Source: an optimization exercise on an open RTL-to-GDS flow (aim: small area, a short achievable clock period and few clock cycles per item). Production flows keep margins and buffers that such runs may drop.
At most, simulation tests tie the RTL to the original design; equivalence was not proved.
The RTL of run 1 was laid out without a check of its function.

==> flow/design.v (outline; a module is shown in full before it is edited, if it fits) <==
// module dsdmnist_ktable: 33 lines
// module dsdmnist_requant: 1702 lines
module dsdmnist_requant #(
    parameter  int unsigned ACC_W = dsdmnist_pkg::ACC_W,
    parameter  int unsigned K_W   = dsdmnist_pkg::K_W,
    parameter  int unsigned FRAC  = dsdmnist_pkg::FRAC,
    parameter  int unsigned OUT_W = dsdmnist_pkg::OUT_W,
    parameter  int unsigned NCH   = dsdmnist_pkg::NCH,
    localparam int unsigned CH_W  = $clog2(NCH)
) (
    input  logic                    i_CLK,
    input  logic                    i_RST_n,
    input  logic                    i_K_WR,
    input  logic [CH_W-1:0]         i_K_ADDR,
    input  logic [K_W-1:0]          i_K_DATA,
    input  logic                    i_RELU_EN,
    input  logic                    i_SIGNED_OUT,
    input  logic                    i_VALID,
    output logic                    o_READY,
    input  logic signed [ACC_W-1:0] i_ACC,
    input  logic [CH_W-1:0]         i_CH,
    output logic                    o_VALID,
    input  logic                    i_READY,
    output logic [OUT_W-1:0]        o_RESULT,
    output logic                    o_SAT
);
  // ...
==> flow/run.sh <==
#!/bin/bash
# synth_recipe.tcl (not shown) runs the flow's synth.tcl, then flattens the netlist and writes it again
# the make line also repeats each setting of config.mk as NAME=value (left out here)
make -C /OpenROAD-flow-scripts/flow DESIGN_CONFIG=/design/flow/config.mk WORK_HOME=/design/flow/orfs CLKGATE_MAP_FILE= SYNTH_SCRIPT=/design/flow/synth_recipe.tcl finish
==> flow/config.mk <==
export PLATFORM = sky130hd
export DESIGN_NAME = dsdmnist_requant
export DESIGN_NICKNAME = dsdmnist_requant
export VERILOG_FILES = /design/flow/design.v
export SDC_FILE = /design/flow/constraint.sdc
export NUM_CORES = 4
export LEC_CHECK = 0
export CAP_MARGIN = 20
export CORE_MARGIN = 2
export CORE_UTILIZATION = 40
export SLEW_MARGIN = 20
==> flow/constraint.sdc <==
create_clock -name core_clock -period 10.0 [get_ports {i_CLK}]
set_input_delay 2.0000 -clock core_clock [delete_from_list [all_inputs] [get_ports {i_CLK}]]
set_output_delay 2.0000 -clock core_clock [all_outputs]
set_load 0.01 [all_outputs]
==> impl_metrics.tcl, run 1 <==
set metrics [dict create \
    status "no timing/DRC/antenna violations" \
    r2r-end "fifo_q[1][1]" \
    drc_errors 0 \
    dp_hpwl_mm 80.5 \
    fin_tns_setup_ns 0 \
    rows 127 \
    synthAdderAreaFrac 0.172 \
    grtUsageMet3 0.0570 \
    path_clk_slew_ns 0.06 \
    clock_sinks 840 \
    rsz0062_at_grt "no" \
    drtAntennaViolNets 0 \
    n_antenna_cell 5 \
    crit_type "flip-flop to flip-flop" \
    regMostFlops "u_ktable.tbl_q" \
    synth_area_leader_cell "edfxtp_1" \
    dr_wl_met3_mm 13.8 \
    post_cts_buffers 0 \
    chipWidth_um 352 \
    fillers 10782 \
    sh_seq_area 0.420 \
    vias 30269 \
    avgSynthCellArea_um2 13.0 \
    ios 84 \
    top_regs "u_ktable.tbl_q: 528 flops, k1_q: 33 flops, fifo_q: 27 flops" \
    n_all_buffers 168 \
    r2r_cells 17 \
    grt_pass1_vias 31558 \
    worst-path-stages 17 \
    async_reset_ff_frac 0.0357 \
    cts_buffers 89 \
    r2r_slack_ns 4.16 \
    drv_cap 0 \
    maxSlewHeadroom 0.228 \
    drt_iter0_drc 3551 \
    antenna_found_initial 15 \
    buf_share 0.0271 \
]
==> module dsdmnist_ktable, before the edit <==
module dsdmnist_ktable #(
    parameter  int unsigned K_W  = dsdmnist_pkg::K_W,
    parameter  int unsigned NCH  = dsdmnist_pkg::NCH,
    localparam int unsigned CH_W = $clog2(NCH)
) (
    input  logic            clk_i,
    input  logic            rst_ni,
    input  logic            wr_i,
    input  logic [CH_W-1:0] waddr_i,
    input  logic [K_W-1:0]  wdata_i,
    input  logic [CH_W-1:0] raddr_i,
    output logic [K_W-1:0]  rd_data_c,
    output logic            rd_vld_c
);
    logic [K_W-1:0] tbl_q [NCH];
    logic [NCH-1:0] vld_q;
    always_ff @(posedge clk_i or negedge rst_ni) begin
        if (!rst_ni) begin
            vld_q <= '0;
        end else if (wr_i) begin
            vld_q[waddr_i] <= 1'b1;
        end
    end
    always_ff @(posedge clk_i) begin
        if (wr_i) begin
            tbl_q[waddr_i] <= wdata_i;
        end
    end
    always_comb begin
        rd_data_c = tbl_q[raddr_i];
        rd_vld_c  = vld_q[raddr_i];
    end
endmodule
==> run 2, diff against run 1 <==
--- a/flow/design.v
+++ b/flow/design.v
@@ -20,4 +20,3 @@
     input  logic [CH_W-1:0] raddr_i,
-    output logic [K_W-1:0]  rd_data_c,
-    output logic            rd_vld_c
+    output logic [K_W-1:0]  rd_data_c
 );
@@ -37,5 +36,11 @@
     end
+    logic [NCH-1:0] sel_c;
     always_comb begin
-        rd_data_c = tbl_q[raddr_i];
-        rd_vld_c  = vld_q[raddr_i];
+        for (int i = 0; i < NCH; i++) begin
+            sel_c[i] = (raddr_i == CH_W'(i)) & vld_q[i];
+        end
+        rd_data_c = '0;
+        for (int i = 0; i < NCH; i++) begin
+            rd_data_c = rd_data_c | (tbl_q[i] & {K_W{sel_c[i]}});
+        end
     end
@@ -69,3 +74,3 @@
     localparam int unsigned RW = 34;    
-    localparam int unsigned NF = 4;     
+    localparam int unsigned NF = 5;     
     logic rdy_q, acc_c;
@@ -74,3 +79,2 @@
     logic [K_W-1:0] k_c;
-    logic           kv_c;
     dsdmnist_ktable #(.K_W(K_W), .NCH(NCH)) u_ktable (
@@ -82,10 +86,7 @@
         .raddr_i   (i_CH),
-        .rd_data_c (k_c),
-        .rd_vld_c  (kv_c)
+        .rd_data_c (k_c)
     );
-    logic [ACC_W-1:0] x_c;
-    assign x_c = ((i_RELU_EN & i_ACC[ACC_W-1]) | ~kv_c) ? '0 : i_ACC;
     logic [ACC_W+1:0] xe_c;
     logic [ND-1:0]    e_one, e_two, e_neg;
-    assign xe_c = {x_c[ACC_W-1], x_c, 1'b0};
+    assign xe_c = {i_ACC[ACC_W-1], i_ACC, 1'b0};
     always_comb begin
@@ -97,3 +98,3 @@
     end
-    logic           v1_q, sgn1_q;
+    logic           v1_q, sgn1_q, z1_q;
     logic [K_W-1:0] k1_q;
@@ -106,2 +107,3 @@
         sgn1_q <= i_SIGNED_OUT;
+        z1_q   <= i_RELU_EN & i_ACC[ACC_W-1];
         k1_q   <= k_c;
@@ -987,3 +989,114 @@
     assign fc281 = (~pp11[33] & pp12[31]) | (~pp11[33] & fc221) | (pp12[31] & fc221);
-    logic v2_q, sgn2_q;
+    logic fs282, fc282;
+    assign fs282 = fc1 ^ fs2 ^ fc222;
+    assign fc282 = (fc1 & fs2) | (fc1 & fc222) | (fs2 & fc222);
+    logic fs283, fc283;
+    assign fs283 = fc140 ^ fs141 ^ fs227;
+    assign fc283 = (fc140 & fs141) | (fc140 & fs227) | (fs141 & fs227);
+    logic fs284, fc284;
+    assign fs284 = fs142 ^ fc227 ^ fs228;
+    assign fc284 = (fs142 & fc227) | (fs142 & fs228) | (fc227 & fs228);
+    logic fs285, fc285;
+    assign fs285 = fs144 ^ fc228 ^ fs229;
+    assign fc285 = (fs144 & fc228) | (fs144 & fs229) | (fc228 & fs229);
+    logic fs286, fc286;
+    assign fs286 = fs146 ^ fc229 ^ fs230;
+    assign fc286 = (fs146 & fc229) | (fs146 & fs230) | (fc229 & fs230);
+    logic fs287, fc287;
+    assign fs287 = fs148 ^ fc230 ^ fs231;
+    assign fc287 = (fs148 & fc230) | (fs148 & fs231) | (fc230 & fs231);
+    logic fs288, fc288;
+    assign fs288 = fc231 ^ fs232 ^ fs233;
+    assign fc288 = (fc231 & fs232) | (fc231 & fs233) | (fs232 & fs233);
+    logic fs289, fc289;
+    assign fs289 = fs151 ^ fs152 ^ fc232;
+    assign fc289 = (fs151 & fs152) | (fs151 & fc232) | (fs152 & fc232);
+    logic fs290, fc290;
+    assign fs290 = fs153 ^ fs154 ^ fc234;
+    assign fc290 = (fs153 & fs154) | (fs153 & fc234) | (fs154 & fc234);
+    logic fs291, fc291;
+    assign fs291 = fs156 ^ fs157 ^ fc235;
+    assign fc291 = (fs156 & fs157) | (fs156 & fc235) | (fs157 & fc235);
+    logic fs292, fc292;
+    assign fs292 = fs159 ^ fc236 ^ fs237;
+    assign fc292 = (fs159 & fc236) | (fs159 & fs237) | (fc236 & fs237);
+    logic fs293, fc293;
+    assign fs293 = fc237 ^ fc238 ^ fs239;
+    assign fc293 = (fc237 & fc238) | (fc237 & fs239) | (fc238 & fs239);
+    logic fs294, fc294;
+    assign fs294 = fc239 ^ fs241 ^ fc240;
+    assign fc294 = (fc239 & fs241) | (fc239 & fc240) | (fs241 & fc240);
+    logic fs295, fc295;
+    assign fs295 = fc241 ^ fs243 ^ fc242;
+    assign fc295 = (fc241 & fs243) | (fc241 & fc242) | (fs243 & fc242);
+    logic fs296, fc296;
+    assign fs296 = fc243 ^ fs245 ^ fc244;
+    assign fc296 = (fc243 & fs245) | (fc243 & fc244) | (fs245 & fc244);
+    logic fs297, fc297;
+    assign fs297 = fc245 ^ fs247 ^ fc246;
+    assign fc297 = (fc245 & fs247) | (fc245 & fc246) | (fs247 & fc246);
+    logic fs298, fc298;
+    assign fs298 = fc247 ^ fs249 ^ fc248;
+    assign fc298 = (fc247 & fs249) | (fc247 & fc248) | (fs249 & fc248);
+    logic fs299, fc299;
+    assign fs299 = fc249 ^ fs251 ^ fc250;
+    assign fc299 = (fc249 & fs251) | (fc249 & fc250) | (fs251 & fc250);
+    logic fs300, fc300;
+    assign fs300 = fc251 ^ fs253 ^ fc252;
+    assign fc300 = (fc251 & fs253) | (fc251 & fc252) | (fs253 & fc252);
+    logic fs301, fc301;
+    assign fs301 = fc253 ^ fs255 ^ fc254;
+    assign fc301 = (fc253 & fs255) | (fc253 & fc254) | (fs255 & fc254);
+    logic fs302, fc302;
+    assign fs302 = fc255 ^ fs257 ^ fc256;
+    assign fc302 = (fc255 & fs257) | (fc255 & fc256) | (fs257 & fc256);
+    logic fs303, fc303;
+    assign fs303 = fc257 ^ fs259 ^ fc258;
+    assign fc303 = (fc257 & fs259) | (fc257 & fc258) | (fs259 & fc258);
+    logic fs304, fc304;
+    assign fs304 = fs193 ^ fc259 ^ fs261;
+    assign fc304 = (fs193 & fc259) | (fs193 & fs261) | (fc259 & fs261);
+    logic fs305, fc305;
+    assign fs305 = fc261 ^ fc262 ^ fs263;
+    assign fc305 = (fc261 & fc262) | (fc261 & fs263) | (fc262 & fs263);
+    logic fs306, fc306;
+    assign fs306 = fs197 ^ fs198 ^ fc263;
+    assign fc306 = (fs197 & fs198) | (fs197 & fc263) | (fs198 & fc263);
+    logic fs307, fc307;
+    assign fs307 = fs200 ^ fc265 ^ fs266;
+    assign fc307 = (fs200 & fc265) | (fs200 & fs266) | (fc265 & fs266);
+    logic fs308, fc308;
+    assign fs308 = fs201 ^ fs202 ^ fc266;
+    assign fc308 = (fs201 & fs202) | (fs201 & fc266) | (fs202 & fc266);
+    logic fs309, fc309;
+    assign fs309 = fs203 ^ fs204 ^ fc268;
+    assign fc309 = (fs203 & fs204) | (fs203 & fc268) | (fs204 & fc268);
+    logic fs310, fc310;
+    assign fs310 = fs206 ^ fc269 ^ fs270;
+    assign fc310 = (fs206 & fc269) | (fs206 & fs270) | (fc269 & fs270);
+    logic fs311, fc311;
+    assign fs311 = fs208 ^ fc270 ^ fs271;
+    assign fc311 = (fs208 & fc270) | (fs208 & fs271) | (fc270 & fs271);
+    logic fs312, fc312;
+    assign fs312 = fs209 ^ fs210 ^ fc271;
+    assign fc312 = (fs209 & fs210) | (fs209 & fc271) | (fs210 & fc271);
+    logic fs313, fc313;
+    assign fs313 = fs212 ^ fc272 ^ fs273;
+    assign fc313 = (fs212 & fc272) | (fs212 & fs273) | (fc272 & fs273);
+    logic fs314, fc314;
+    assign fs314 = fc212 ^ fs213 ^ fc273;
+    assign fc314 = (fc212 & fs213) | (fc212 & fc273) | (fs213 & fc273);
+    logic fs315, fc315;
+    assign fs315 = fs214 ^ fc274 ^ fs275;
+    assign fc315 = (fs214 & fc274) | (fs214 & fs275) | (fc274 & fs275);
+    logic fs316, fc316;
+    assign fs316 = fs217 ^ fs278 ^ fc277;
+    assign fc316 = (fs217 & fs278) | (fs217 & fc277) | (fs278 & fc277);
+    logic fs317, fc317;
+    assign fs317 = fc218 ^ fs219 ^ fc279;
+    assign fc317 = (fc218 & fs219) | (fc218 & fc279) | (fs219 & fc279);
+    logic fs318, fc318;
+    assign fs318 = fc130 ^ fs131 ^ fc280;
+    assign fc318 = (fc130 & fs131) | (fc130 & fc280) | (fs131 & fc280);
+    logic v2_q, sgn2_q, z2_q;
     logic c0_0;
@@ -995,6 +1108,5 @@
     logic c5_0;
-    logic c5_1;
-    logic c5_2;
     logic c6_0;
     logic c6_1;
+    logic c6_2;
     logic c7_0;
@@ -1013,19 +1125,12 @@
     logic c13_1;
-    logic c13_2;
-    logic c13_3;
     logic c14_0;
     logic c14_1;
-    logic c14_2;
     logic c15_0;
     logic c15_1;
-    logic c15_2;
     logic c16_0;
     logic c16_1;
-    logic c16_2;
     logic c17_0;
     logic c17_1;
-    logic c17_2;
     logic c18_0;
     logic c18_1;
-    logic c18_2;
     logic c19_0;
@@ -1034,3 +1139,2 @@
     logic c19_3;
-    logic c19_4;
     logic c20_0;
@@ -1038,3 +1142,2 @@
     logic c20_2;
-    logic c20_3;
     logic c21_0;
@@ -1042,3 +1145,2 @@
     logic c21_2;
-    logic c21_3;
     logic c22_0;
@@ -1046,3 +1148,2 @@
     logic c22_2;
-    logic c22_3;
     logic c23_0;
@@ -1050,3 +1151,2 @@
     logic c23_2;
-    logic c23_3;
     logic c24_0;
@@ -1054,3 +1154,2 @@
     logic c24_2;
-    logic c24_3;
     logic c25_0;
@@ -1058,3 +1157,2 @@
     logic c25_2;
-    logic c25_3;
     logic c26_0;
@@ -1062,3 +1160,2 @@
     logic c26_2;
-    logic c26_3;
     logic c27_0;
@@ -1066,3 +1163,2 @@
     logic c27_2;
-    logic c27_3;
     logic c28_0;
@@ -1070,3 +1166,2 @@
     logic c28_2;
-    logic c28_3;
     logic c29_0;
@@ -1074,3 +1169,2 @@
     logic c29_2;
-    logic c29_3;
     logic c30_0;
@@ -1078,3 +1172,2 @@
     logic c30_2;
-    logic c30_3;
     logic c31_0;
@@ -1082,3 +1175,2 @@
     logic c31_2;
-    logic c31_3;
     logic c32_0;
@@ -1086,3 +1178,2 @@
     logic c32_2;
-    logic c32_3;
     logic c33_0;
@@ -1090,3 +1181,2 @@
     logic c33_2;
-    logic c33_3;
     logic c34_0;
@@ -1095,3 +1185,2 @@
     logic c34_3;
-    logic c34_4;
     logic c35_0;
@@ -1099,3 +1188,2 @@
     logic c35_2;
-    logic c35_3;
     logic c36_0;
@@ -1104,3 +1192,2 @@
     logic c36_3;
-    logic c36_4;
     logic c37_0;
@@ -1108,3 +1195,2 @@
     logic c37_2;
-    logic c37_3;
     logic c38_0;
@@ -1113,3 +1199,2 @@
     logic c38_3;
-    logic c38_4;
     logic c39_0;
@@ -1117,9 +1202,6 @@
     logic c39_2;
-    logic c39_3;
     logic c40_0;
     logic c40_1;
-    logic c40_2;
     logic c41_0;
     logic c41_1;
-    logic c41_2;
     logic c42_0;
@@ -1127,6 +1209,4 @@
     logic c42_2;
-    logic c42_3;
     logic c43_0;
     logic c43_1;
-    logic c43_2;
     logic c44_0;
@@ -1134,8 +1214,7 @@
     logic c44_2;
-    logic c44_3;
     logic c45_0;
     logic c45_1;
-    logic c45_2;
     logic c46_0;
     logic c46_1;
+    logic c46_2;
     logic c47_0;
@@ -1143,16 +1222,13 @@
     logic c48_0;
-    logic c48_1;
-    logic c48_2;
     logic c49_0;
     logic c49_1;
+    logic c49_2;
     logic c50_0;
-    logic c50_1;
-    logic c50_2;
     logic c51_0;
     logic c51_1;
+    logic c51_2;
     logic c52_0;
     logic c53_0;
-    logic c53_1;
-    logic c53_2;
     logic c54_0;
+    logic c54_1;
     logic c55_0;
@@ -1167,2 +1243,3 @@
         sgn2_q <= sgn1_q;
+        z2_q   <= z1_q;
         c0_0 <= b_neg[0];
@@ -1173,7 +1250,6 @@
         c4_0 <= fs222;
-        c5_0 <= fc222;
-        c5_1 <= fc1;
-        c5_2 <= fs2;
-        c6_0 <= fs3;
-        c6_1 <= fs133;
+        c5_0 <= fs282;
+        c6_0 <= fc282;
+        c6_1 <= fs3;
+        c6_2 <= fs133;
         c7_0 <= fc133;
@@ -1182,4 +1258,4 @@
         c8_1 <= fs135;
-        c9_0 <= fs223;
-        c9_1 <= fs136;
+        c9_0 <= fs136;
+        c9_1 <= fs223;
         c10_0 <= fc223;
@@ -1190,426 +1266,282 @@
         c12_1 <= fs226;
-        c13_0 <= fc226;
-        c13_1 <= fs227;
-        c13_2 <= fc140;
-        c13_3 <= fs141;
-        c14_0 <= fc227;
-        c14_1 <= fs228;
-        c14_2 <= fs142;
-        c15_0 <= fc228;
-        c15_1 <= fs229;
-        c15_2 <= fs144;
-        c16_0 <= fc229;
-        c16_1 <= fs230;
-        c16_2 <= fs146;
-        c17_0 <= fc230;
-        c17_1 <= fs231;
-        c17_2 <= fs148;
-        c18_0 <= fc231;
-        c18_1 <= fs232;
-        c18_2 <= fs233;
-        c19_0 <= fc232;
-        c19_1 <= fc233;
+        c13_0 <= fs283;
+        c13_1 <= fc226;
+        c14_0 <= fc283;
+        c14_1 <= fs284;
+        c15_0 <= fc284;
+        c15_1 <= fs285;
+        c16_0 <= fc285;
+        c16_1 <= fs286;
+        c17_0 <= fc286;
+        c17_1 <= fs287;
+        c18_0 <= fc287;
+        c18_1 <= fs288;
+        c19_0 <= fc288;
+        c19_1 <= fs289;
         c19_2 <= fs234;
-        c19_3 <= fs151;
-        c19_4 <= fs152;
-        c20_0 <= fc234;
-        c20_1 <= fs235;
-        c20_2 <= fs153;
-        c20_3 <= fs154;
-        c21_0 <= fc235;
-        c21_1 <= fs236;
-        c21_2 <= fs156;
-        c21_3 <= fs157;
-        c22_0 <= fc236;
-        c22_1 <= fs237;
+        c19_3 <= fc233;
+        c20_0 <= fc289;
+        c20_1 <= fs290;
+        c20_2 <= fs235;
+        c21_0 <= fc290;
+        c21_1 <= fs291;
+        c21_2 <= fs236;
+        c22_0 <= fc291;
+        c22_1 <= fs292;
         c22_2 <= fs238;
-        c22_3 <= fs159;
-        c23_0 <= fc237;
-        c23_1 <= fc238;
-        c23_2 <= fs239;
-        c23_3 <= fs240;
-        c24_0 <= fc239;
-        c24_1 <= fc240;
-        c24_2 <= fs241;
-        c24_3 <= fs242;
-        c25_0 <= fc241;
-        c25_1 <= fc242;
-        c25_2 <= fs243;
-        c25_3 <= fs244;
-        c26_0 <= fc243;
-        c26_1 <= fc244;
-        c26_2 <= fs245;
-        c26_3 <= fs246;
-        c27_0 <= fc245;
-        c27_1 <= fc246;
-        c27_2 <= fs247;
-        c27_3 <= fs248;
-        c28_0 <= fc247;
-        c28_1 <= fc248;
-        c28_2 <= fs249;
-        c28_3 <= fs250;
-        c29_0 <= fc249;
-        c29_1 <= fc250;
-        c29_2 <= fs251;
-        c29_3 <= fs252;
-        c30_0 <= fc251;
-        c30_1 <= fc252;
-        c30_2 <= fs253;
-        c30_3 <= fs254;
-        c31_0 <= fc253;
-        c31_1 <= fc254;
-        c31_2 <= fs255;
-        c31_3 <= fs256;
-        c32_0 <= fc255;
-        c32_1 <= fc256;
-        c32_2 <= fs257;
-        c32_3 <= fs258;
-        c33_0 <= fc257;
-        c33_1 <= fc258;
-        c33_2 <= fs259;
-        c33_3 <= fs260;
-        c34_0 <= fc259;
-        c34_1 <= fc260;
-        c34_2 <= fs261;
-        c34_3 <= fs262;
-        c34_4 <= fs193;
-        c35_0 <= fc261;
-        c35_1 <= fc262;
-        c35_2 <= fs263;
-        c35_3 <= fs264;
-        c36_0 <= fc263;
-        c36_1 <= fc264;
+        c23_0 <= fc292;
+        c23_1 <= fs293;
+        c23_2 <= fs240;
+        c24_0 <= fc293;
+        c24_1 <= fs294;
+        c24_2 <= fs242;
+        c25_0 <= fc294;
+        c25_1 <= fs295;
+        c25_2 <= fs244;
+        c26_0 <= fc295;
+        c26_1 <= fs296;
+        c26_2 <= fs246;
+        c27_0 <= fc296;
+        c27_1 <= fs297;
+        c27_2 <= fs248;
+        c28_0 <= fc297;
+        c28_1 <= fs298;
+        c28_2 <= fs250;
+        c29_0 <= fc298;
+        c29_1 <= fs299;
+        c29_2 <= fs252;
+        c30_0 <= fc299;
+        c30_1 <= fs300;
+        c30_2 <= fs254;
+        c31_0 <= fc300;
+        c31_1 <= fs301;
+        c31_2 <= fs256;
+        c32_0 <= fc301;
+        c32_1 <= fs302;
+        c32_2 <= fs258;
+        c33_0 <= fc302;
+        c33_1 <= fs303;
+        c33_2 <= fs260;
+        c34_0 <= fc303;
+        c34_1 <= fs304;
+        c34_2 <= fs262;
+        c34_3 <= fc260;
+        c35_0 <= fc304;
+        c35_1 <= fs305;
+        c35_2 <= fs264;
+        c36_0 <= fc305;
+        c36_1 <= fs306;
         c36_2 <= fs265;
-        c36_3 <= fs197;
-        c36_4 <= fs198;
-        c37_0 <= fc265;
-        c37_1 <= fs266;
+        c36_3 <= fc264;
+        c37_0 <= fc306;
+        c37_1 <= fs307;
         c37_2 <= fs267;
-        c37_3 <= fs200;
-        c38_0 <= fc266;
-        c38_1 <= fc267;
-        c38_2 <= fs268;
-        c38_3 <= fs201;
-        c38_4 <= fs202;
-        c39_0 <= fc268;
-        c39_1 <= fs269;
-        c39_2 <= fs203;
-        c39_3 <= fs204;
-        c40_0 <= fc269;
-        c40_1 <= fs270;
-        c40_2 <= fs206;
-        c41_0 <= fc270;
-        c41_1 <= fs271;
-        c41_2 <= fs208;
-        c42_0 <= fc271;
-        c42_1 <= fs272;
-        c42_2 <= fs209;
-        c42_3 <= fs210;
-        c43_0 <= fc272;
-        c43_1 <= fs273;
-        c43_2 <= fs212;
-        c44_0 <= fc273;
-        c44_1 <= fs274;
-        c44_2 <= fc212;
-        c44_3 <= fs213;
-        c45_0 <= fc274;
-        c45_1 <= fs275;
-        c45_2 <= fs214;
-        c46_0 <= fc275;
-        c46_1 <= fs276;
+        c38_0 <= fc307;
+        c38_1 <= fs308;
+        c38_2 <= fc267;
+        c38_3 <= fs268;
+        c39_0 <= fc308;
+        c39_1 <= fs309;
+        c39_2 <= fs269;
+        c40_0 <= fc309;
+        c40_1 <= fs310;
+        c41_0 <= fc310;
+        c41_1 <= fs311;
+        c42_0 <= fc311;
+        c42_1 <= fs312;
+        c42_2 <= fs272;
+        c43_0 <= fc312;
+        c43_1 <= fs313;
+        c44_0 <= fc313;
+        c44_1 <= fs314;
+        c44_2 <= fs274;
+        c45_0 <= fc314;
+        c45_1 <= fs315;
+        c46_0 <= fc315;
+        c46_1 <= fc275;
+        c46_2 <= fs276;
         c47_0 <= fc276;
         c47_1 <= fs277;
-        c48_0 <= fc277;
-        c48_1 <= fs278;
-        c48_2 <= fs217;
-        c49_0 <= fc278;
-        c49_1 <= fs279;
-        c50_0 <= fc279;
-        c50_1 <= fc218;
-        c50_2 <= fs219;
-        c51_0 <= fc219;
-        c51_1 <= fs220;
+        c48_0 <= fs316;
+        c49_0 <= fc316;
+        c49_1 <= fc278;
+        c49_2 <= fs279;
+        c50_0 <= fs317;
+        c51_0 <= fc317;
+        c51_1 <= fc219;
+        c51_2 <= fs220;
         c52_0 <= fs280;
-        c53_0 <= fc280;
-        c53_1 <= fc130;
-        c53_2 <= fs131;
-        c54_0 <= fs221;
+        c53_0 <= fs318;
+        c54_0 <= fc318;
+        c54_1 <= fs221;
         c55_0 <= fs281;
-        c56_0 <= fc281;
-        c56_1 <= pp12[32];
+        c56_0 <= pp12[32];
+        c56_1 <= fc281;
         c57_0 <= ~pp12[33];
     end
-    logic fs282, fc282;
-    assign fs282 = c31_0 ^ c31_1 ^ c31_2;
-    assign fc282 = (c31_0 & c31_1) | (c31_0 & c31_2) | (c31_1 & c31_2);
-    logic fs283, fc283;
-    assign fs283 = c33_0 ^ c33_1 ^ c33_2;
-    assign fc283 = (c33_0 & c33_1) | (c33_0 & c33_2) | (c33_1 & c33_2);
-    logic fs284, fc284;
-    assign fs284 = c34_0 ^ c34_1 ^ c34_2;
-    assign fc284 = (c34_0 & c34_1) | (c34_0 & c34_2) | (c34_1 & c34_2);
-    logic fs285, fc285;
-    assign fs285 = c35_0 ^ c35_1 ^ c35_2;
-    assign fc285 = (c35_0 & c35_1) | (c35_0 & c35_2) | (c35_1 & c35_2);
-    logic fs286, fc286;
-    assign fs286 = c36_0 ^ c36_1 ^ c36_2;
-    assign fc286 = (c36_0 & c36_1) | (c36_0 & c36_2) | (c36_1 & c36_2);
-    logic fs287, fc287;
-    assign fs287 = c37_0 ^ c37_1 ^ c37_2;
-    assign fc287 = (c37_0 & c37_1) | (c37_0 & c37_2) | (c37_1 & c37_2);
-    logic fs288, fc288;
-    assign fs288 = c38_0 ^ c38_1 ^ c38_2;
-    assign fc288 = (c38_0 & c38_1) | (c38_0 & c38_2) | (c38_1 & c38_2);
-    logic fs289, fc289;
-    assign fs289 = c39_0 ^ c39_1 ^ c39_2;
-    assign fc289 = (c39_0 & c39_1) | (c39_0 & c39_2) | (c39_1 & c39_2);
-    logic fs290, fc290;
-    assign fs290 = c19_2 ^ c19_3 ^ c19_4;
-    assign fc290 = (c19_2 & c19_3) | (c19_2 & c19_4) | (c19_3 & c19_4);
-    logic fs291, fc291;
-    assign fs291 = c20_2 ^ c20_3 ^ hc0;
-    assign fc291 = (c20_2 & c20_3) | (c20_2 & hc0) | (c20_3 & hc0);
-    logic fs292, fc292;
-    assign fs292 = c21_2 ^ c21_3 ^ hc1;
-    assign fc292 = (c21_2 & c21_3) | (c21_2 & hc1) | (c21_3 & hc1);
-    logic fs293, fc293;
-    assign fs293 = c22_2 ^ c22_3 ^ hc2;
-    assign fc293 = (c22_2 & c22_3) | (c22_2 & hc2) | (c22_3 & hc2);
-    logic fs294, fc294;
-    assign fs294 = c23_2 ^ c23_3 ^ hc3;
-    assign fc294 = (c23_2 & c23_3) | (c23_2 & hc3) | (c23_3 & hc3);
-    logic fs295, fc295;
-    assign fs295 = c24_2 ^ c24_3 ^ hc4;
-    assign fc295 = (c24_2 & c24_3) | (c24_2 & hc4) | (c24_3 & hc4);
-    logic fs296, fc296;
-    assign fs296 = c25_2 ^ c25_3 ^ hc5;
-    assign fc296 = (c25_2 & c25_3) | (c25_2 & hc5) | (c25_3 & hc5);
-    logic fs297, fc297;
-    assign fs297 = c26_2 ^ c26_3 ^ hc6;
-    assign fc297 = (c26_2 & c26_3) | (c26_2 & hc6) | (c26_3 & hc6);
-    logic fs298, fc298;
-    assign fs298 = c27_2 ^ c27_3 ^ hc7;
-    assign fc298 = (c27_2 & c27_3) | (c27_2 & hc7) | (c27_3 & hc7);
-    logic fs299, fc299;
-    assign fs299 = c28_2 ^ c28_3 ^ hc8;
-    assign fc299 = (c28_2 & c28_3) | (c28_2 & hc8) | (c28_3 & hc8);
-    logic fs300, fc300;
-    assign fs300 = c29_2 ^ c29_3 ^ hc9;
-    assign fc300 = (c29_2 & c29_3) | (c29_2 & hc9) | (c29_3 & hc9);
-    logic fs301, fc301;
-    assign fs301 = c30_2 ^ c30_3 ^ hc10;
-    assign fc301 = (c30_2 & c30_3) | (c30_2 & hc10) | (c30_3 & hc10);
-    logic fs302, fc302;
-    assign fs302 = c31_3 ^ 1'b1 ^ hc11;
-    assign fc302 = (c31_3 & 1'b1) | (c31_3 & hc11) | (1'b1 & hc11);
-    logic fs303, fc303;
-    assign fs303 = c32_2 ^ c32_3 ^ hs12;
-    assign fc303 = (c32_2 & c32_3) | (c32_2 & hs12) | (c32_3 & hs12);
-    logic fs304, fc304;
-    assign fs304 = c33_3 ^ 1'b1 ^ hc12;
-    assign fc304 = (c33_3 & 1'b1) | (c33_3 & hc12) | (1'b1 & hc12);
-    logic fs305, fc305;
-    assign fs305 = 1'b1 ^ hs13 ^ fc283;
-    assign fc305 = (1'b1 & hs13) | (1'b1 & fc283) | (hs13 & fc283);
-    logic fs306, fc306;
-    assign fs306 = c35_3 ^ hc13 ^ fc284;
-    assign fc306 = (c35_3 & hc13) | (c35_3 & fc284) | (hc13 & fc284);
-    logic fs307, fc307;
-    assign fs307 = 1'b1 ^ hs14 ^ fc285;
-    assign fc307 = (1'b1 & hs14) | (1'b1 & fc285) | (hs14 & fc285);
-    logic fs308, fc308;
-    assign fs308 = c37_3 ^ hc14 ^ fc286;
-    assign fc308 = (c37_3 & hc14) | (c37_3 & fc286) | (hc14 & fc286);
-    logic fs309, fc309;
-    assign fs309 = 1'b1 ^ hs15 ^ fc287;
-    assign fc309 = (1'b1 & hs15) | (1'b1 & fc287) | (hs15 & fc287);
-    logic fs310, fc310;
-    assign fs310 = c39_3 ^ hc15 ^ fc288;
-    assign fc310 = (c39_3 & hc15) | (c39_3 & fc288) | (hc15 & fc288);
-    logic fs311, fc311;
-    assign fs311 = c40_2 ^ 1'b1 ^ hs16;
-    assign fc311 = (c40_2 & 1'b1) | (c40_2 & hs16) | (1'b1 & hs16);
-    logic fs312, fc312;
-    assign fs312 = c41_0 ^ c41_1 ^ c41_2;
-    assign fc312 = (c41_0 & c41_1) | (c41_0 & c41_2) | (c41_1 & c41_2);
-    logic fs313, fc313;
-    assign fs313 = c42_2 ^ c42_3 ^ 1'b1;
-    assign fc313 = (c42_2 & c42_3) | (c42_2 & 1'b1) | (c42_3 & 1'b1);
-    logic fs314, fc314;
-    assign fs314 = c43_0 ^ c43_1 ^ c43_2;
-    assign fc314 = (c43_0 & c43_1) | (c43_0 & c43_2) | (c43_1 & c43_2);
-    logic fs315, fc315;
-    assign fs315 = c44_2 ^ c44_3 ^ 1'b1;
-    assign fc315 = (c44_2 & c44_3) | (c44_2 & 1'b1) | (c44_3 & 1'b1);
-    logic fs316, fc316;
-    assign fs316 = c45_0 ^ c45_1 ^ c45_2;
-    assign fc316 = (c45_0 & c45_1) | (c45_0 & c45_2) | (c45_1 & c45_2);
-    logic fs317, fc317;
-    assign fs317 = c13_2 ^ c13_3 ^ hs19;
-    assign fc317 = (c13_2 & c13_3) | (c13_2 & hs19) | (c13_3 & hs19);
-    logic fs318, fc318;
-    assign fs318 = c14_2 ^ hc19 ^ hs20;
-    assign fc318 = (c14_2 & hc19) | (c14_2 & hs20) | (hc19 & hs20);
     logic fs319, fc319;
-    assign fs319 = c15_2 ^ hc20 ^ hs21;
-    assign fc319 = (c15_2 & hc20) | (c15_2 & hs21) | (hc20 & hs21);
+    assign fs319 = c31_0 ^ c31_1 ^ c31_2;
+    assign fc319 = (c31_0 & c31_1) | (c31_0 & c31_2) | (c31_1 & c31_2);
     logic fs320, fc320;
-    assign fs320 = c16_2 ^ hc21 ^ hs22;
-    assign fc320 = (c16_2 & hc21) | (c16_2 & hs22) | (hc21 & hs22);
+    assign fs320 = c33_0 ^ c33_1 ^ c33_2;
+    assign fc320 = (c33_0 & c33_1) | (c33_0 & c33_2) | (c33_1 & c33_2);
     logic fs321, fc321;
-    assign fs321 = c17_2 ^ hc22 ^ hs23;
-    assign fc321 = (c17_2 & hc22) | (c17_2 & hs23) | (hc22 & hs23);
+    assign fs321 = c34_2 ^ c34_3 ^ 1'b1;
+    assign fc321 = (c34_2 & c34_3) | (c34_2 & 1'b1) | (c34_3 & 1'b1);
     logic fs322, fc322;
-    assign fs322 = c18_2 ^ hc23 ^ hs24;
-    assign fc322 = (c18_2 & hc23) | (c18_2 & hs24) | (hc23 & hs24);
+    assign fs322 = c35_0 ^ c35_1 ^ c35_2;
+    assign fc322 = (c35_0 & c35_1) | (c35_0 & c35_2) | (c35_1 & c35_2);
     logic fs323, fc323;
-    assign fs323 = hc24 ^ hs0 ^ fs290;
-    assign fc323 = (hc24 & hs0) | (hc24 & fs290) | (hs0 & fs290);
+    assign fs323 = c36_2 ^ c36_3 ^ 1'b1;
+    assign fc323 = (c36_2 & c36_3) | (c36_2 & 1'b1) | (c36_3 & 1'b1);
     logic fs324, fc324;
-    assign fs324 = hs1 ^ fc290 ^ fs291;
-    assign fc324 = (hs1 & fc290) | (hs1 & fs291) | (fc290 & fs291);
+    assign fs324 = c37_0 ^ c37_1 ^ c37_2;
+    assign fc324 = (c37_0 & c37_1) | (c37_0 & c37_2) | (c37_1 & c37_2);
     logic fs325, fc325;
-    assign fs325 = hs2 ^ fc291 ^ fs292;
-    assign fc325 = (hs2 & fc291) | (hs2 & fs292) | (fc291 & fs292);
+    assign fs325 = c38_2 ^ c38_3 ^ 1'b1;
+    assign fc325 = (c38_2 & c38_3) | (c38_2 & 1'b1) | (c38_3 & 1'b1);
     logic fs326, fc326;
-    assign fs326 = hs3 ^ fc292 ^ fs293;
-    assign fc326 = (hs3 & fc292) | (hs3 & fs293) | (fc292 & fs293);
+    assign fs326 = c39_0 ^ c39_1 ^ c39_2;
+    assign fc326 = (c39_0 & c39_1) | (c39_0 & c39_2) | (c39_1 & c39_2);
     logic fs327, fc327;
-    assign fs327 = hs4 ^ fc293 ^ fs294;
-    assign fc327 = (hs4 & fc293) | (hs4 & fs294) | (fc293 & fs294);
+    assign fs327 = c19_2 ^ c19_3 ^ hs3;
+    assign fc327 = (c19_2 & c19_3) | (c19_2 & hs3) | (c19_3 & hs3);
     logic fs328, fc328;
-    assign fs328 = hs5 ^ fc294 ^ fs295;
-    assign fc328 = (hs5 & fc294) | (hs5 & fs295) | (fc294 & fs295);
+    assign fs328 = c20_2 ^ hc3 ^ hs4;
+    assign fc328 = (c20_2 & hc3) | (c20_2 & hs4) | (hc3 & hs4);
     logic fs329, fc329;
-    assign fs329 = hs6 ^ fc295 ^ fs296;
-    assign fc329 = (hs6 & fc295) | (hs6 & fs296) | (fc295 & fs296);
+    assign fs329 = c21_2 ^ hc4 ^ hs5;
+    assign fc329 = (c21_2 & hc4) | (c21_2 & hs5) | (hc4 & hs5);
     logic fs330, fc330;
-    assign fs330 = hs7 ^ fc296 ^ fs297;
-    assign fc330 = (hs7 & fc296) | (hs7 & fs297) | (fc296 & fs297);
+    assign fs330 = c22_2 ^ hc5 ^ hs6;
+    assign fc330 = (c22_2 & hc5) | (c22_2 & hs6) | (hc5 & hs6);
     logic fs331, fc331;
-    assign fs331 = hs8 ^ fc297 ^ fs298;
-    assign fc331 = (hs8 & fc297) | (hs8 & fs298) | (fc297 & fs298);
+    assign fs331 = c23_2 ^ hc6 ^ hs7;
+    assign fc331 = (c23_2 & hc6) | (c23_2 & hs7) | (hc6 & hs7);
     logic fs332, fc332;
-    assign fs332 = hs9 ^ fc298 ^ fs299;
-    assign fc332 = (hs9 & fc298) | (hs9 & fs299) | (fc298 & fs299);
+    assign fs332 = c24_2 ^ hc7 ^ hs8;
+    assign fc332 = (c24_2 & hc7) | (c24_2 & hs8) | (hc7 & hs8);
     logic fs333, fc333;
-    assign fs333 = hs10 ^ fc299 ^ fs300;
-    assign fc333 = (hs10 & fc299) | (hs10 & fs300) | (fc299 & fs300);
+    assign fs333 = c25_2 ^ hc8 ^ hs9;
+    assign fc333 = (c25_2 & hc8) | (c25_2 & hs9) | (hc8 & hs9);
     logic fs334, fc334;
-    assign fs334 = hs11 ^ fc300 ^ fs301;
-    assign fc334 = (hs11 & fc300) | (hs11 & fs301) | (fc300 & fs301);
+    assign fs334 = c26_2 ^ hc9 ^ hs10;
+    assign fc334 = (c26_2 & hc9) | (c26_2 & hs10) | (hc9 & hs10);
     logic fs335, fc335;
-    assign fs335 = fs282 ^ fc301 ^ fs302;
-    assign fc335 = (fs282 & fc301) | (fs282 & fs302) | (fc301 & fs302);
+    assign fs335 = c27_2 ^ hc10 ^ hs11;
+    assign fc335 = (c27_2 & hc10) | (c27_2 & hs11) | (hc10 & hs11);
     logic fs336, fc336;
-    assign fs336 = fc282 ^ fc302 ^ fs303;
-    assign fc336 = (fc282 & fc302) | (fc282 & fs303) | (fc302 & fs303);
+    assign fs336 = c28_2 ^ hc11 ^ hs12;
+    assign fc336 = (c28_2 & hc11) | (c28_2 & hs12) | (hc11 & hs12);
     logic fs337, fc337;
-    assign fs337 = fs283 ^ fc303 ^ fs304;
-    assign fc337 = (fs283 & fc303) | (fs283 & fs304) | (fc303 & fs304);
+    assign fs337 = c29_2 ^ hc12 ^ hs13;
+    assign fc337 = (c29_2 & hc12) | (c29_2 & hs13) | (hc12 & hs13);
     logic fs338, fc338;
-    assign fs338 = fs284 ^ fc304 ^ fs305;
-    assign fc338 = (fs284 & fc304) | (fs284 & fs305) | (fc304 & fs305);
+    assign fs338 = c30_2 ^ hc13 ^ hs14;
+    assign fc338 = (c30_2 & hc13) | (c30_2 & hs14) | (hc13 & hs14);
     logic fs339, fc339;
-    assign fs339 = fs285 ^ fc305 ^ fs306;
-    assign fc339 = (fs285 & fc305) | (fs285 & fs306) | (fc305 & fs306);
+    assign fs339 = 1'b1 ^ hc14 ^ fs319;
+    assign fc339 = (1'b1 & hc14) | (1'b1 & fs319) | (hc14 & fs319);
     logic fs340, fc340;
-    assign fs340 = fs286 ^ fc306 ^ fs307;
-    assign fc340 = (fs286 & fc306) | (fs286 & fs307) | (fc306 & fs307);
+    assign fs340 = c32_2 ^ hs15 ^ fc319;
+    assign fc340 = (c32_2 & hs15) | (c32_2 & fc319) | (hs15 & fc319);
     logic fs341, fc341;
-    assign fs341 = fs287 ^ fc307 ^ fs308;
-    assign fc341 = (fs287 & fc307) | (fs287 & fs308) | (fc307 & fs308);
+    assign fs341 = 1'b1 ^ hc15 ^ fs320;
+    assign fc341 = (1'b1 & hc15) | (1'b1 & fs320) | (hc15 & fs320);
     logic fs342, fc342;
-    assign fs342 = fs288 ^ fc308 ^ fs309;
-    assign fc342 = (fs288 & fc308) | (fs288 & fs309) | (fc308 & fs309);
+    assign fs342 = hs0 ^ fc320 ^ fs321;
+    assign fc342 = (hs0 & fc320) | (hs0 & fs321) | (fc320 & fs321);
     logic fs343, fc343;
-    assign fs343 = fs289 ^ fc309 ^ fs310;
-    assign fc343 = (fs289 & fc309) | (fs289 & fs310) | (fc309 & fs310);
+    assign fs343 = hc0 ^ fc321 ^ fs322;
+    assign fc343 = (hc0 & fc321) | (hc0 & fs322) | (fc321 & fs322);
     logic fs344, fc344;
-    assign fs344 = fc289 ^ fs311 ^ fc310;
-    assign fc344 = (fc289 & fs311) | (fc289 & fc310) | (fs311 & fc310);
+    assign fs344 = hs1 ^ fc322 ^ fs323;
+    assign fc344 = (hs1 & fc322) | (hs1 & fs323) | (fc322 & fs323);
     logic fs345, fc345;
-    assign fs345 = hc16 ^ fs312 ^ fc311;
-    assign fc345 = (hc16 & fs312) | (hc16 & fc311) | (fs312 & fc311);
+    assign fs345 = hc1 ^ fc323 ^ fs324;
+    assign fc345 = (hc1 & fc323) | (hc1 & fs324) | (fc323 & fs324);
     logic fs346, fc346;
-    assign fs346 = hs17 ^ fc312 ^ fs313;
-    assign fc346 = (hs17 & fc312) | (hs17 & fs313) | (fc312 & fs313);
+    assign fs346 = hs2 ^ fc324 ^ fs325;
+    assign fc346 = (hs2 & fc324) | (hs2 & fs325) | (fc324 & fs325);
     logic fs347, fc347;
-    assign fs347 = hc17 ^ fc313 ^ fs314;
-    assign fc347 = (hc17 & fc313) | (hc17 & fs314) | (fc313 & fs314);
+    assign fs347 = hc2 ^ fc325 ^ fs326;
+    assign fc347 = (hc2 & fc325) | (hc2 & fs326) | (fc325 & fs326);
     logic fs348, fc348;
-    assign fs348 = hs18 ^ fc314 ^ fs315;
-    assign fc348 = (hs18 & fc314) | (hs18 & fs315) | (fc314 & fs315);
+    assign fs348 = 1'b1 ^ hs16 ^ fc326;
+    assign fc348 = (1'b1 & hs16) | (1'b1 & fc326) | (hs16 & fc326);
     logic fs349, fc349;
-    assign fs349 = hc18 ^ fc315 ^ fs316;
-    assign fc349 = (hc18 & fc315) | (hc18 & fs316) | (fc315 & fs316);
+    assign fs349 = c41_0 ^ c41_1 ^ hc16;
+    assign fc349 = (c41_0 & c41_1) | (c41_0 & hc16) | (c41_1 & hc16);
     logic fs350, fc350;
-    assign fs350 = 1'b1 ^ hs25 ^ fc316;
-    assign fc350 = (1'b1 & hs25) | (1'b1 & fc316) | (hs25 & fc316);
+    assign fs350 = c42_2 ^ 1'b1 ^ hs17;
+    assign fc350 = (c42_2 & 1'b1) | (c42_2 & hs17) | (1'b1 & hs17);
     logic fs351, fc351;
-    assign fs351 = c47_0 ^ c47_1 ^ hc25;
-    assign fc351 = (c47_0 & c47_1) | (c47_0 & hc25) | (c47_1 & hc25);
+    assign fs351 = c43_0 ^ c43_1 ^ hc17;
+    assign fc351 = (c43_0 & c43_1) | (c43_0 & hc17) | (c43_1 & hc17);
     logic fs352, fc352;
-    assign fs352 = c48_2 ^ 1'b1 ^ hs26;
-    assign fc352 = (c48_2 & 1'b1) | (c48_2 & hs26) | (1'b1 & hs26);
+    assign fs352 = c44_2 ^ 1'b1 ^ hs18;
+    assign fc352 = (c44_2 & 1'b1) | (c44_2 & hs18) | (1'b1 & hs18);
     logic fs353, fc353;
-    assign fs353 = c49_0 ^ c49_1 ^ hc26;
-    assign fc353 = (c49_0 & c49_1) | (c49_0 & hc26) | (c49_1 & hc26);
+    assign fs353 = c45_0 ^ c45_1 ^ hc18;
+    assign fc353 = (c45_0 & c45_1) | (c45_0 & hc18) | (c45_1 & hc18);
     logic fs354, fc354;
-    assign fs354 = c50_2 ^ 1'b1 ^ hs27;
-    assign fc354 = (c50_2 & 1'b1) | (c50_2 & hs27) | (1'b1 & hs27);
+    assign fs354 = c46_2 ^ 1'b1 ^ hs19;
+    assign fc354 = (c46_2 & 1'b1) | (c46_2 & hs19) | (1'b1 & hs19);
     logic fs355, fc355;
-    assign fs355 = c51_0 ^ c51_1 ^ hc27;
-    assign fc355 = (c51_0 & c51_1) | (c51_0 & hc27) | (c51_1 & hc27);
+    assign fs355 = c47_0 ^ c47_1 ^ hc19;
+    assign fc355 = (c47_0 & c47_1) | (c47_0 & hc19) | (c47_1 & hc19);
     logic fs356, fc356;
-    assign fs356 = c53_0 ^ c53_1 ^ c53_2;
-    assign fc356 = (c53_0 & c53_1) | (c53_0 & c53_2) | (c53_1 & c53_2);
+    assign fs356 = c49_0 ^ c49_1 ^ c49_2;
+    assign fc356 = (c49_0 & c49_1) | (c49_0 & c49_2) | (c49_1 & c49_2);
+    logic fs357, fc357;
+    assign fs357 = c51_0 ^ c51_1 ^ c51_2;
+    assign fc357 = (c51_0 & c51_1) | (c51_0 & c51_2) | (c51_1 & c51_2);
     logic hs0, hc0;
-    assign hs0 = c19_0 ^ c19_1;
-    assign hc0 = c19_0 & c19_1;
+    assign hs0 = c34_0 ^ c34_1;
+    assign hc0 = c34_0 & c34_1;
     logic hs1, hc1;
-    assign hs1 = c20_0 ^ c20_1;
-    assign hc1 = c20_0 & c20_1;
+    assign hs1 = c36_0 ^ c36_1;
+    assign hc1 = c36_0 & c36_1;
     logic hs2, hc2;
-    assign hs2 = c21_0 ^ c21_1;
-    assign hc2 = c21_0 & c21_1;
+    assign hs2 = c38_0 ^ c38_1;
+    assign hc2 = c38_0 & c38_1;
     logic hs3, hc3;
-    assign hs3 = c22_0 ^ c22_1;
-    assign hc3 = c22_0 & c22_1;
+    assign hs3 = c19_0 ^ c19_1;
+    assign hc3 = c19_0 & c19_1;
     logic hs4, hc4;
-    assign hs4 = c23_0 ^ c23_1;
-    assign hc4 = c23_0 & c23_1;
+    assign hs4 = c20_0 ^ c20_1;
+    assign hc4 = c20_0 & c20_1;
     logic hs5, hc5;
-    assign hs5 = c24_0 ^ c24_1;
-    assign hc5 = c24_0 & c24_1;
+    assign hs5 = c21_0 ^ c21_1;
+    assign hc5 = c21_0 & c21_1;
     logic hs6, hc6;
-    assign hs6 = c25_0 ^ c25_1;
-    assign hc6 = c25_0 & c25_1;
+    assign hs6 = c22_0 ^ c22_1;
+    assign hc6 = c22_0 & c22_1;
     logic hs7, hc7;
-    assign hs7 = c26_0 ^ c26_1;
-    assign hc7 = c26_0 & c26_1;
+    assign hs7 = c23_0 ^ c23_1;
+    assign hc7 = c23_0 & c23_1;
     logic hs8, hc8;
-    assign hs8 = c27_0 ^ c27_1;
-    assign hc8 = c27_0 & c27_1;
+    assign hs8 = c24_0 ^ c24_1;
+    assign hc8 = c24_0 & c24_1;
     logic hs9, hc9;
-    assign hs9 = c28_0 ^ c28_1;
-    assign hc9 = c28_0 & c28_1;
+    assign hs9 = c25_0 ^ c25_1;
+    assign hc9 = c25_0 & c25_1;
     logic hs10, hc10;
-    assign hs10 = c29_0 ^ c29_1;
-    assign hc10 = c29_0 & c29_1;
+    assign hs10 = c26_0 ^ c26_1;
+    assign hc10 = c26_0 & c26_1;
     logic hs11, hc11;
-    assign hs11 = c30_0 ^ c30_1;
-    assign hc11 = c30_0 & c30_1;
+    assign hs11 = c27_0 ^ c27_1;
+    assign hc11 = c27_0 & c27_1;
     logic hs12, hc12;
-    assign hs12 = c32_0 ^ c32_1;
-    assign hc12 = c32_0 & c32_1;
+    assign hs12 = c28_0 ^ c28_1;
+    assign hc12 = c28_0 & c28_1;
     logic hs13, hc13;
-    assign hs13 = c34_3 ^ c34_4;
-    assign hc13 = c34_3 & c34_4;
+    assign hs13 = c29_0 ^ c29_1;
+    assign hc13 = c29_0 & c29_1;
     logic hs14, hc14;
-    assign hs14 = c36_3 ^ c36_4;
-    assign hc14 = c36_3 & c36_4;
+    assign hs14 = c30_0 ^ c30_1;
+    assign hc14 = c30_0 & c30_1;
     logic hs15, hc15;
-    assign hs15 = c38_3 ^ c38_4;
-    assign hc15 = c38_3 & c38_4;
+    assign hs15 = c32_0 ^ c32_1;
+    assign hc15 = c32_0 & c32_1;
     logic hs16, hc16;
@@ -1624,65 +1556,73 @@
     logic hs19, hc19;
-    assign hs19 = c13_0 ^ c13_1;
-    assign hc19 = c13_0 & c13_1;
+    assign hs19 = c46_0 ^ c46_1;
+    assign hc19 = c46_0 & c46_1;
     logic hs20, hc20;
-    assign hs20 = c14_0 ^ c14_1;
-    assign hc20 = c14_0 & c14_1;
+    assign hs20 = c6_0 ^ c6_1;
+    assign hc20 = c6_0 & c6_1;
     logic hs21, hc21;
-    assign hs21 = c15_0 ^ c15_1;
-    assign hc21 = c15_0 & c15_1;
+    assign hs21 = c7_0 ^ c7_1;
+    assign hc21 = c7_0 & c7_1;
     logic hs22, hc22;
-    assign hs22 = c16_0 ^ c16_1;
-    assign hc22 = c16_0 & c16_1;
+    assign hs22 = c8_0 ^ c8_1;
+    assign hc22 = c8_0 & c8_1;
     logic hs23, hc23;
-    assign hs23 = c17_0 ^ c17_1;
-    assign hc23 = c17_0 & c17_1;
+    assign hs23 = c9_0 ^ c9_1;
+    assign hc23 = c9_0 & c9_1;
     logic hs24, hc24;
-    assign hs24 = c18_0 ^ c18_1;
-    assign hc24 = c18_0 & c18_1;
+    assign hs24 = c10_0 ^ c10_1;
+    assign hc24 = c10_0 & c10_1;
     logic hs25, hc25;
-    assign hs25 = c46_0 ^ c46_1;
-    assign hc25 = c46_0 & c46_1;
+    assign hs25 = c11_0 ^ c11_1;
+    assign hc25 = c11_0 & c11_1;
     logic hs26, hc26;
-    assign hs26 = c48_0 ^ c48_1;
-    assign hc26 = c48_0 & c48_1;
+    assign hs26 = c12_0 ^ c12_1;
+    assign hc26 = c12_0 & c12_1;
     logic hs27, hc27;
-    assign hs27 = c50_0 ^ c50_1;
-    assign hc27 = c50_0 & c50_1;
+    assign hs27 = c13_0 ^ c13_1;
+    assign hc27 = c13_0 & c13_1;
     logic hs28, hc28;
-    assign hs28 = c5_0 ^ c5_1;
-    assign hc28 = c5_0 & c5_1;
+    assign hs28 = c14_0 ^ c14_1;
+    assign hc28 = c14_0 & c14_1;
     logic hs29, hc29;
-    assign hs29 = c6_0 ^ c6_1;
-    assign hc29 = c6_0 & c6_1;
+    assign hs29 = c15_0 ^ c15_1;
+    assign hc29 = c15_0 & c15_1;
     logic hs30, hc30;
-    assign hs30 = c7_0 ^ c7_1;
-    assign hc30 = c7_0 & c7_1;
+    assign hs30 = c16_0 ^ c16_1;
+    assign hc30 = c16_0 & c16_1;
     logic hs31, hc31;
-    assign hs31 = c8_0 ^ c8_1;
-    assign hc31 = c8_0 & c8_1;
+    assign hs31 = c17_0 ^ c17_1;
+    assign hc31 = c17_0 & c17_1;
     logic hs32, hc32;
-    assign hs32 = c9_0 ^ c9_1;
-    assign hc32 = c9_0 & c9_1;
+    assign hs32 = c18_0 ^ c18_1;
+    assign hc32 = c18_0 & c18_1;
     logic hs33, hc33;
-    assign hs33 = c10_0 ^ c10_1;
-    assign hc33 = c10_0 & c10_1;
+    assign hs33 = c48_0 ^ 1'b1;
+    assign hc33 = c48_0 & 1'b1;
     logic hs34, hc34;
-    assign hs34 = c11_0 ^ c11_1;
-    assign hc34 = c11_0 & c11_1;
+    assign hs34 = c50_0 ^ 1'b1;
+    assign hc34 = c50_0 & 1'b1;
     logic hs35, hc35;
-    assign hs35 = c12_0 ^ c12_1;
-    assign hc35 = c12_0 & c12_1;
+    assign hs35 = c52_0 ^ 1'b1;
+    assign hc35 = c52_0 & 1'b1;
     logic hs36, hc36;
-    assign hs36 = c52_0 ^ 1'b1;
-    assign hc36 = c52_0 & 1'b1;
+    assign hs36 = c54_0 ^ c54_1;
+    assign hc36 = c54_0 & c54_1;
     logic hs37, hc37;
-    assign hs37 = c54_0 ^ 1'b1;
-    assign hc37 = c54_0 & 1'b1;
-    logic hs38, hc38;
-    assign hs38 = c56_0 ^ c56_1;
-    assign hc38 = c56_0 & c56_1;
+    assign hs37 = c56_0 ^ c56_1;
+    assign hc37 = c56_0 & c56_1;
     logic [PW-1:0] ra_c, rb_c, s_c;
-    assign ra_c = {hc38, hs38, hc37, fc356, hc36, fc355, fc354, fc353, fc352, fc351, fc350, fc349, fc348, fc347, fc346, fc345, fc344, fc343, fc342, fc341, fc340, fc339, fc338, fc337, fc336, fc335, fc334, fc333, fc332, fc331, fc330, fc329, fc328, fc327, fc326, fc325, fc324, fc323, fc322, fc321, fc320, fc319, fc318, fc317, hc35, hc34, hc33, hc32, hc31, hc30, hc29, hc28, hs28, c4_0, c3_0, c2_0, c1_0, c0_0};
-    assign rb_c = {c57_0, 1'b1, c55_0, hs37, fs356, hs36, fs355, fs354, fs353, fs352, fs351, fs350, fs349, fs348, fs347, fs346, fs345, fs344, fs343, fs342, fs341, fs340, fs339, fs338, fs337, fs336, fs335, fs334, fs333, fs332, fs331, fs330, fs329, fs328, fs327, fs326, fs325, fs324, fs323, fs322, fs321, fs320, fs319, fs318, fs317, hs35, hs34, hs33, hs32, hs31, hs30, hs29, c5_2, 1'b0, 1'b0, 1'b0, 1'b0, c0_1};
+    assign ra_c = {hc37, hs37, hc36, hs36, hc35, fc357, hc34, fc356, hc33, fc355, fc354, fc353, fc352, fc351, fc350, fc349, fc348, fc347, fc346, fc345, fc344, fc343, fc342, fc341, fc340, fc339, fc338, fc337, fc336, fc335, fc334, fc333, fc332, fc331, fc330, fc329, fc328, fc327, hc32, hc31, hc30, hc29, hc28, hc27, hc26, hc25, hc24, hc23, hc22, hc21, hc20, hs20, c5_0, c4_0, c3_0, c2_0, c1_0, c0_0};
+    assign rb_c = {c57_0, 1'b1, c55_0, 1'b1, c53_0, hs35, fs357, hs34, fs356, hs33, fs355, fs354, fs353, fs352, fs351, fs350, fs349, fs348, fs347, fs346, fs345, fs344, fs343, fs342, fs341, fs340, fs339, fs338, fs337, fs336, fs335, fs334, fs333, fs332, fs331, fs330, fs329, fs328, fs327, hs32, hs31, hs30, hs29, hs28, hs27, hs26, hs25, hs24, hs23, hs22, hs21, c6_2, 1'b0, 1'b0, 1'b0, 1'b0, 1'b0, c0_1};
     assign s_c  = ra_c + rb_c;
+    logic              v3_q, sgn3_q, z3_q;
+    logic [PW-1:32]    s3_q;
+    always_ff @(posedge i_CLK or negedge i_RST_n) begin
+        if (!i_RST_n) v3_q <= 1'b0;
+        else          v3_q <= v2_q;
+    end
+    always_ff @(posedge i_CLK) begin
+        sgn3_q <= sgn2_q;
+        z3_q   <= z2_q;
+        s3_q   <= s_c[PW-1:32];
+    end
     logic             ok_c, sat_c;
@@ -1690,11 +1630,15 @@
     always_comb begin
-        if (sgn2_q) begin
-            ok_c  = (s_c[PW-1:39] == '0) | (s_c[PW-1:39] == '1);
-            res_c = s_c[PW-1] ? 8'h80 : 8'h7f;
+        if (sgn3_q) begin
+            ok_c  = (s3_q[PW-1:39] == '0) | (s3_q[PW-1:39] == '1);
+            res_c = s3_q[PW-1] ? 8'h80 : 8'h7f;
         end else begin
-            ok_c  = (s_c[PW-1:40] == '0);
-            res_c = s_c[PW-1] ? 8'h00 : 8'hff;
+            ok_c  = (s3_q[PW-1:40] == '0);
+            res_c = s3_q[PW-1] ? 8'h00 : 8'hff;
         end
+        if (ok_c) res_c = s3_q[39:32];
         sat_c = ~ok_c;
-        if (ok_c) res_c = s_c[39:32];
+        if (z3_q) begin
+            res_c = '0;
+            sat_c = 1'b0;
+        end
     end
@@ -1703,9 +1647,10 @@
     localparam int unsigned CB = $clog2(NF + 1);
-    logic [OUT_W:0] fifo_q [FD];
-    logic [PB-1:0]  rp_q, wp_q;
-    logic [CB-1:0]  fc_q, cnt_q, cnt_n;
-    logic           ov_q;
+    logic [OUT_W:0]   fifo_q [FD];
+    logic [PB-1:0]    rp_q, wp_q;
+    logic [CB-1:0]    fc_q;
+    logic [NF-1:0]    occ_q, occ_n;
+    logic             ov_q;
     logic [OUT_W-1:0] ores_q;
-    logic           osat_q;
-    logic           pop_c, load_c, fempty_c, fwr_c, frd_c;
+    logic             osat_q;
+    logic             pop_c, load_c, fempty_c, fwr_c, frd_c;
     assign pop_c    = ov_q & i_READY;
@@ -1714,4 +1659,8 @@
     assign frd_c    = load_c & ~fempty_c;
-    assign fwr_c    = v2_q & ~(load_c & fempty_c);
-    assign cnt_n    = cnt_q + CB'(acc_c) - CB'(pop_c);
+    assign fwr_c    = v3_q & ~(load_c & fempty_c);
+    always_comb begin
+        occ_n = occ_q;
+        if (acc_c & ~pop_c) occ_n = {occ_q[NF-2:0], 1'b1};
+        if (~acc_c & pop_c) occ_n = {1'b0, occ_q[NF-1:1]};
+    end
     always_ff @(posedge i_CLK or negedge i_RST_n) begin
@@ -1722,6 +1671,6 @@
             fc_q  <= '0;
-            cnt_q <= '0;
+            occ_q <= '0;
             rdy_q <= 1'b0;
         end else begin
-            if (load_c) ov_q <= ~fempty_c | v2_q;
+            if (load_c) ov_q <= ~fempty_c | v3_q;
             if (frd_c) rp_q <= (rp_q == PB'(FD - 1)) ? '0 : rp_q + 1'b1;
@@ -1729,4 +1678,4 @@
             fc_q  <= fc_q + CB'(fwr_c) - CB'(frd_c);
-            cnt_q <= cnt_n;
-            rdy_q <= (cnt_n < CB'(NF));
+            occ_q <= occ_n;
+            rdy_q <= ~occ_n[NF-1];
         end
==> flow/flow/run.sh (new file) <==
#!/bin/bash
set -euo pipefail
bash standard.sh SETUP_SLACK_MARGIN=6.75 finish > standard_flow.log 2>&1
==> flow/standard.sh (new file) <==
#!/bin/bash
# synth_recipe.tcl (not shown) runs the flow's synth.tcl, then flattens the netlist and writes it again
# the make line also repeats each setting of config.mk as NAME=value (left out here)
make -C /OpenROAD-flow-scripts/flow DESIGN_CONFIG=/design/flow/config.mk WORK_HOME=/design/flow/orfs CLKGATE_MAP_FILE= SYNTH_SCRIPT=/design/flow/synth_recipe.tcl "${@:-finish}"
removed: flow/run.sh
==> run 2 against run 1 <==
  * Global-route usage is 1.9 points higher
  * First-iteration DRC count is 3.0% lower
  * Still clean
  * Worst hold slack got worse by 0.014 ns
  * Sequential share of layout area is 0.24 points lower
  * Count of clock-buffer cells in the layout increased by 5
  * Highest routed layer unchanged
  * Via count increased by 3.3%
  * Die area down 4.0%
  * Clock skew fell by 0.0091 ns
==> impl_metrics.tcl, run 2 <==
set metrics [dict create \
    status "no timing/DRC/antenna violations" \
    clock_sinks 845 \
    drt_iter0_drc 3443 \
    ios 84 \
    avgViaCountPerCell 5.89 \
    synth_top_area_share 0.371 \
    grt_pass1_wl_mm 209 \
    cts.path.max_buffers 3 \
    multi_input_area_um2 22000 \
    hp-class "flip-flop to flip-flop" \
    async_reset_ff_frac 0.0391 \
    finish.utilization 0.474 \
    critPathMaxFanout 4 \
    largest_reg_flops 528 \
    synth_warnings 2 \
    overflow 0 \
    drtPass1Iterations 6 \
    crit_required_ns 10.55 \
    yosysUniqueCellTypes 64 \
    wire_per_inst_um 28.0 \
    start_util 0.401 \
    grt_max_degree 36 \
    drtAntennaViolNets 0 \
    rows 125 \
    fin_skew_ns 0.0500 \
    ys_seq_elements 845 \
    final_cell_mix "edfxtp_1, inv_1, a22oi_1, fa_1, xnor2_1" \
    dp_hpwl_mm 79.1 \
    drc_errors 0 \
    die_h_um 345 \
    grtUsageMet3 0.0520 \
    syn2layout_area_growth_pct 18.2 \
    ys_top_cells_by_count "edfxtp_1, inv_1, a22oi_1" \
    synth_edf_count 573 \
    mostFrequentLayoutCell "edfxtp_1" \
    top_regs "u_ktable.tbl_q: 528 flops, fifo_q: 36 flops, k1_q: 33 flops" \
    dp_worst_setup_slack_ns 5.25 \
    postLayoutSetupSlackWorst_ns 6.42 \
    nets 4246 \
    layout-drive-gt1-share 0.163 \
    synth_area_leader_cell "edfxtp_1" \
    track_usage 0.238 \
    regMostFlops "u_ktable.tbl_q" \
    syn-num-nets 4209 \
    worstMarginPinSlew_ns 0.933 \
    instances_no_fill 5313 \
    met2_usage 0.378 \
    finalHoldViolCount 0 \
    avgSynthCellArea_um2 12.6 \
    coreArea_um2 116000 \
    finalCritPeriodShare 0.358 \
    fillers 10183 \
    slew_viol_final 0 \
    synth_most_common_cell "edfxtp_1" \
    antenna_found_initial 10 \
    cts_tree "built" \
    crit_type "flip-flop to flip-flop" \
    io_buffers 83 \
    ys.flop_type "edfxtp_1" \
    postCtsHoldBufs 0 \
    grt_pass1_vias 31432 \
    h-tree-depth 3 \
    fin_crit_ns 3.58 \
    vias 31282 \
    critPathCaptureType "flip-flop" \
    fmax_mhz 280 \
    maxSlewHeadroom 0.378 \
    drv_cap 0 \
    synthTopCellsByArea "edfxtp_1, fa_1, dfxtp_1, a22oi_1, xnor2_1" \
    path_clk_slew_ns 0.06 \
    regArea_um2 22900 \
    seq_area_frac_synth 0.491 \
    clk_latency_ns 0.70 \
    root_buffer "clkbuf_16" \
    cp.arrival_ns 4.13 \
    setup_viol 0 \
    cts_buffers 87 \
    dp_cells 5052 \
    fin_tns_setup_ns 0 \
    synth_area_um2 46400 \
    grtUsageMet1 0.319 \
    synth_cells 3678 \
    chipWidth_um 345 \
    die_area_um2 119000 \
    globalplace.congestion 0.810 \
    gr-max-usage-layer "met2" \
    rsz0062_at_grt "yes" \
    cp-start-kind "flip-flop" \
    wl_mm 149 \
]
-- run 2: changes by cell type after synthesis, moves of 34 or more --
cell / delta
a21oi_1: -34
a221oi_1: +132
a22o_1: +131
inv_1: +49
mux4_2: -161
nand2_1: -45
nor2_1: -78
-- run 2: per-layer routing --
| metal | vias up | share of wire | wire [um] |
|---|---|---|---|
| li1 | 13039 | - | - |
| met1 | 15948 | 0.40 | 58800 |
| met2 | 1881 | 0.45 | 67500 |
| met3 | 396 | 0.11 | 16500 |
| met4 | 18 | 0.040 | 6000 |
| met5 | - | 0.00079 | 118 |
-- run 2: area by class of cell --
type,instances,share of cell area
flip-flops and latches,845,0.418
well taps,1524,0.0347
clock inverters,42,0.00766
clock buffers,120,0.0439
diodes,1,0.0000456
multi-input cells,2068,0.401
repair buffers,263,0.0633
inverters,450,0.0314
-- run 2: what timing repair did --
item,4_1_cts,5_1_grt
endpoints found under the setup margin,683,102
pin swaps,63,58
setup buffers,51,15
resized for setup,314,203
cloned,9,23
hold endpoints to repair,0,0
-- run 2: logic make-up (layout without fill, tap and decap cells) --
family	after synthesis	count (layout)	share of synthesized area
DFF	845	845	0.491
muxes	22	22	0.00749
other	0	1	0
buffers and inverters	774	875	0.0627
adders and majority gates	458	458	0.180
xor gates and xnor gates	484	484	0.0913
and+or+nand+nor	278	287	0.0311
AOI/OAI and AO/OA	817	817	0.136
-- run 2: path summary, 6_finish.rpt --
path                         start            endpoint  slack, ns  depth (start not counted)
hold reg to reg             sgn1_q              sgn2_q       0.33                          0
max in group asynchronous  i_RST_n             rp_q[0]       7.93                          1
hold / removal              sgn1_q              sgn2_q       0.33                          0
setup / recovery             c35_0            s3_q[50]       6.42                         15
setup reg to reg             c35_0            s3_q[50]       6.42                         15
min in group asynchronous  i_RST_n  u_ktable.vld_q[12]       1.44                          1
-- run 2: through the flow --
| step | hold WS, ns | instance area [um^2] |
|---|---|---|
| floorplan | 0.310 | 47100 |
| global placement | 0.313 | 49100 |
| detailed placement | 0.312 | 49100 |
| CTS | 0.326 | 53500 |
| global route | 0.329 | 54900 |
| finish | 0.326 | 54900 |
-- run 2: worst max-delay path, cell delays in order (launching register included) --
cell and delay [ns]:
dfxtp_2 0.32, fa_1 0.56, inv_2 0.04, fa_1 0.48
inv_2 0.05, ha_4 0.22, nand4_1 0.12, a21oi_2 0.05
a311oi_2 0.34, o31ai_4 0.15, a211o_1 0.31, a311o_1 0.36
o211ai_2 0.09, nand2_1 0.10, buf_4 0.14, xor2_1 0.13
Testbench counts of run 2, summed over its fixed seeds: cycles 4,128, items 4,096.

-- port drivers added, routing unchanged --
In the flow no input, the clock included, has a driving cell. The finished layouts below were timed again as built, in two steps. Step 1 (the two cells are an assumption about what drives the block):
set clk [get_ports {i_CLK}]
set_driving_cell -lib_cell sky130_fd_sc_hd__clkbuf_16 $clk
set_driving_cell -lib_cell sky130_fd_sc_hd__buf_2 [delete_from_list [all_inputs] $clk]
Step 2 adds t to the input delays and takes it off the output delays; t is the mean of the earliest and latest rising clock arrival at the registers after step 1. Input paths then give back, and output paths get back, about the clock's delay inside the block. Three values: ideal, step 1, step 2; two values: the first two.
run | shift t [ns] | slack for setup (ns) | hold WS [ns]
run 1 | 0.759 | 4.160 / 4.160 / 4.160 | 0.339 / 0.339 / 0.339
run 2 | 0.746 | 6.423 / 6.423 / 6.054 | 0.326 / 0.326 / 0.326
After both steps every run listed still meets setup and hold. The setup slack of run 2, which loses most, moves by 0.000 ns with the drivers and by -0.369 ns with both steps.
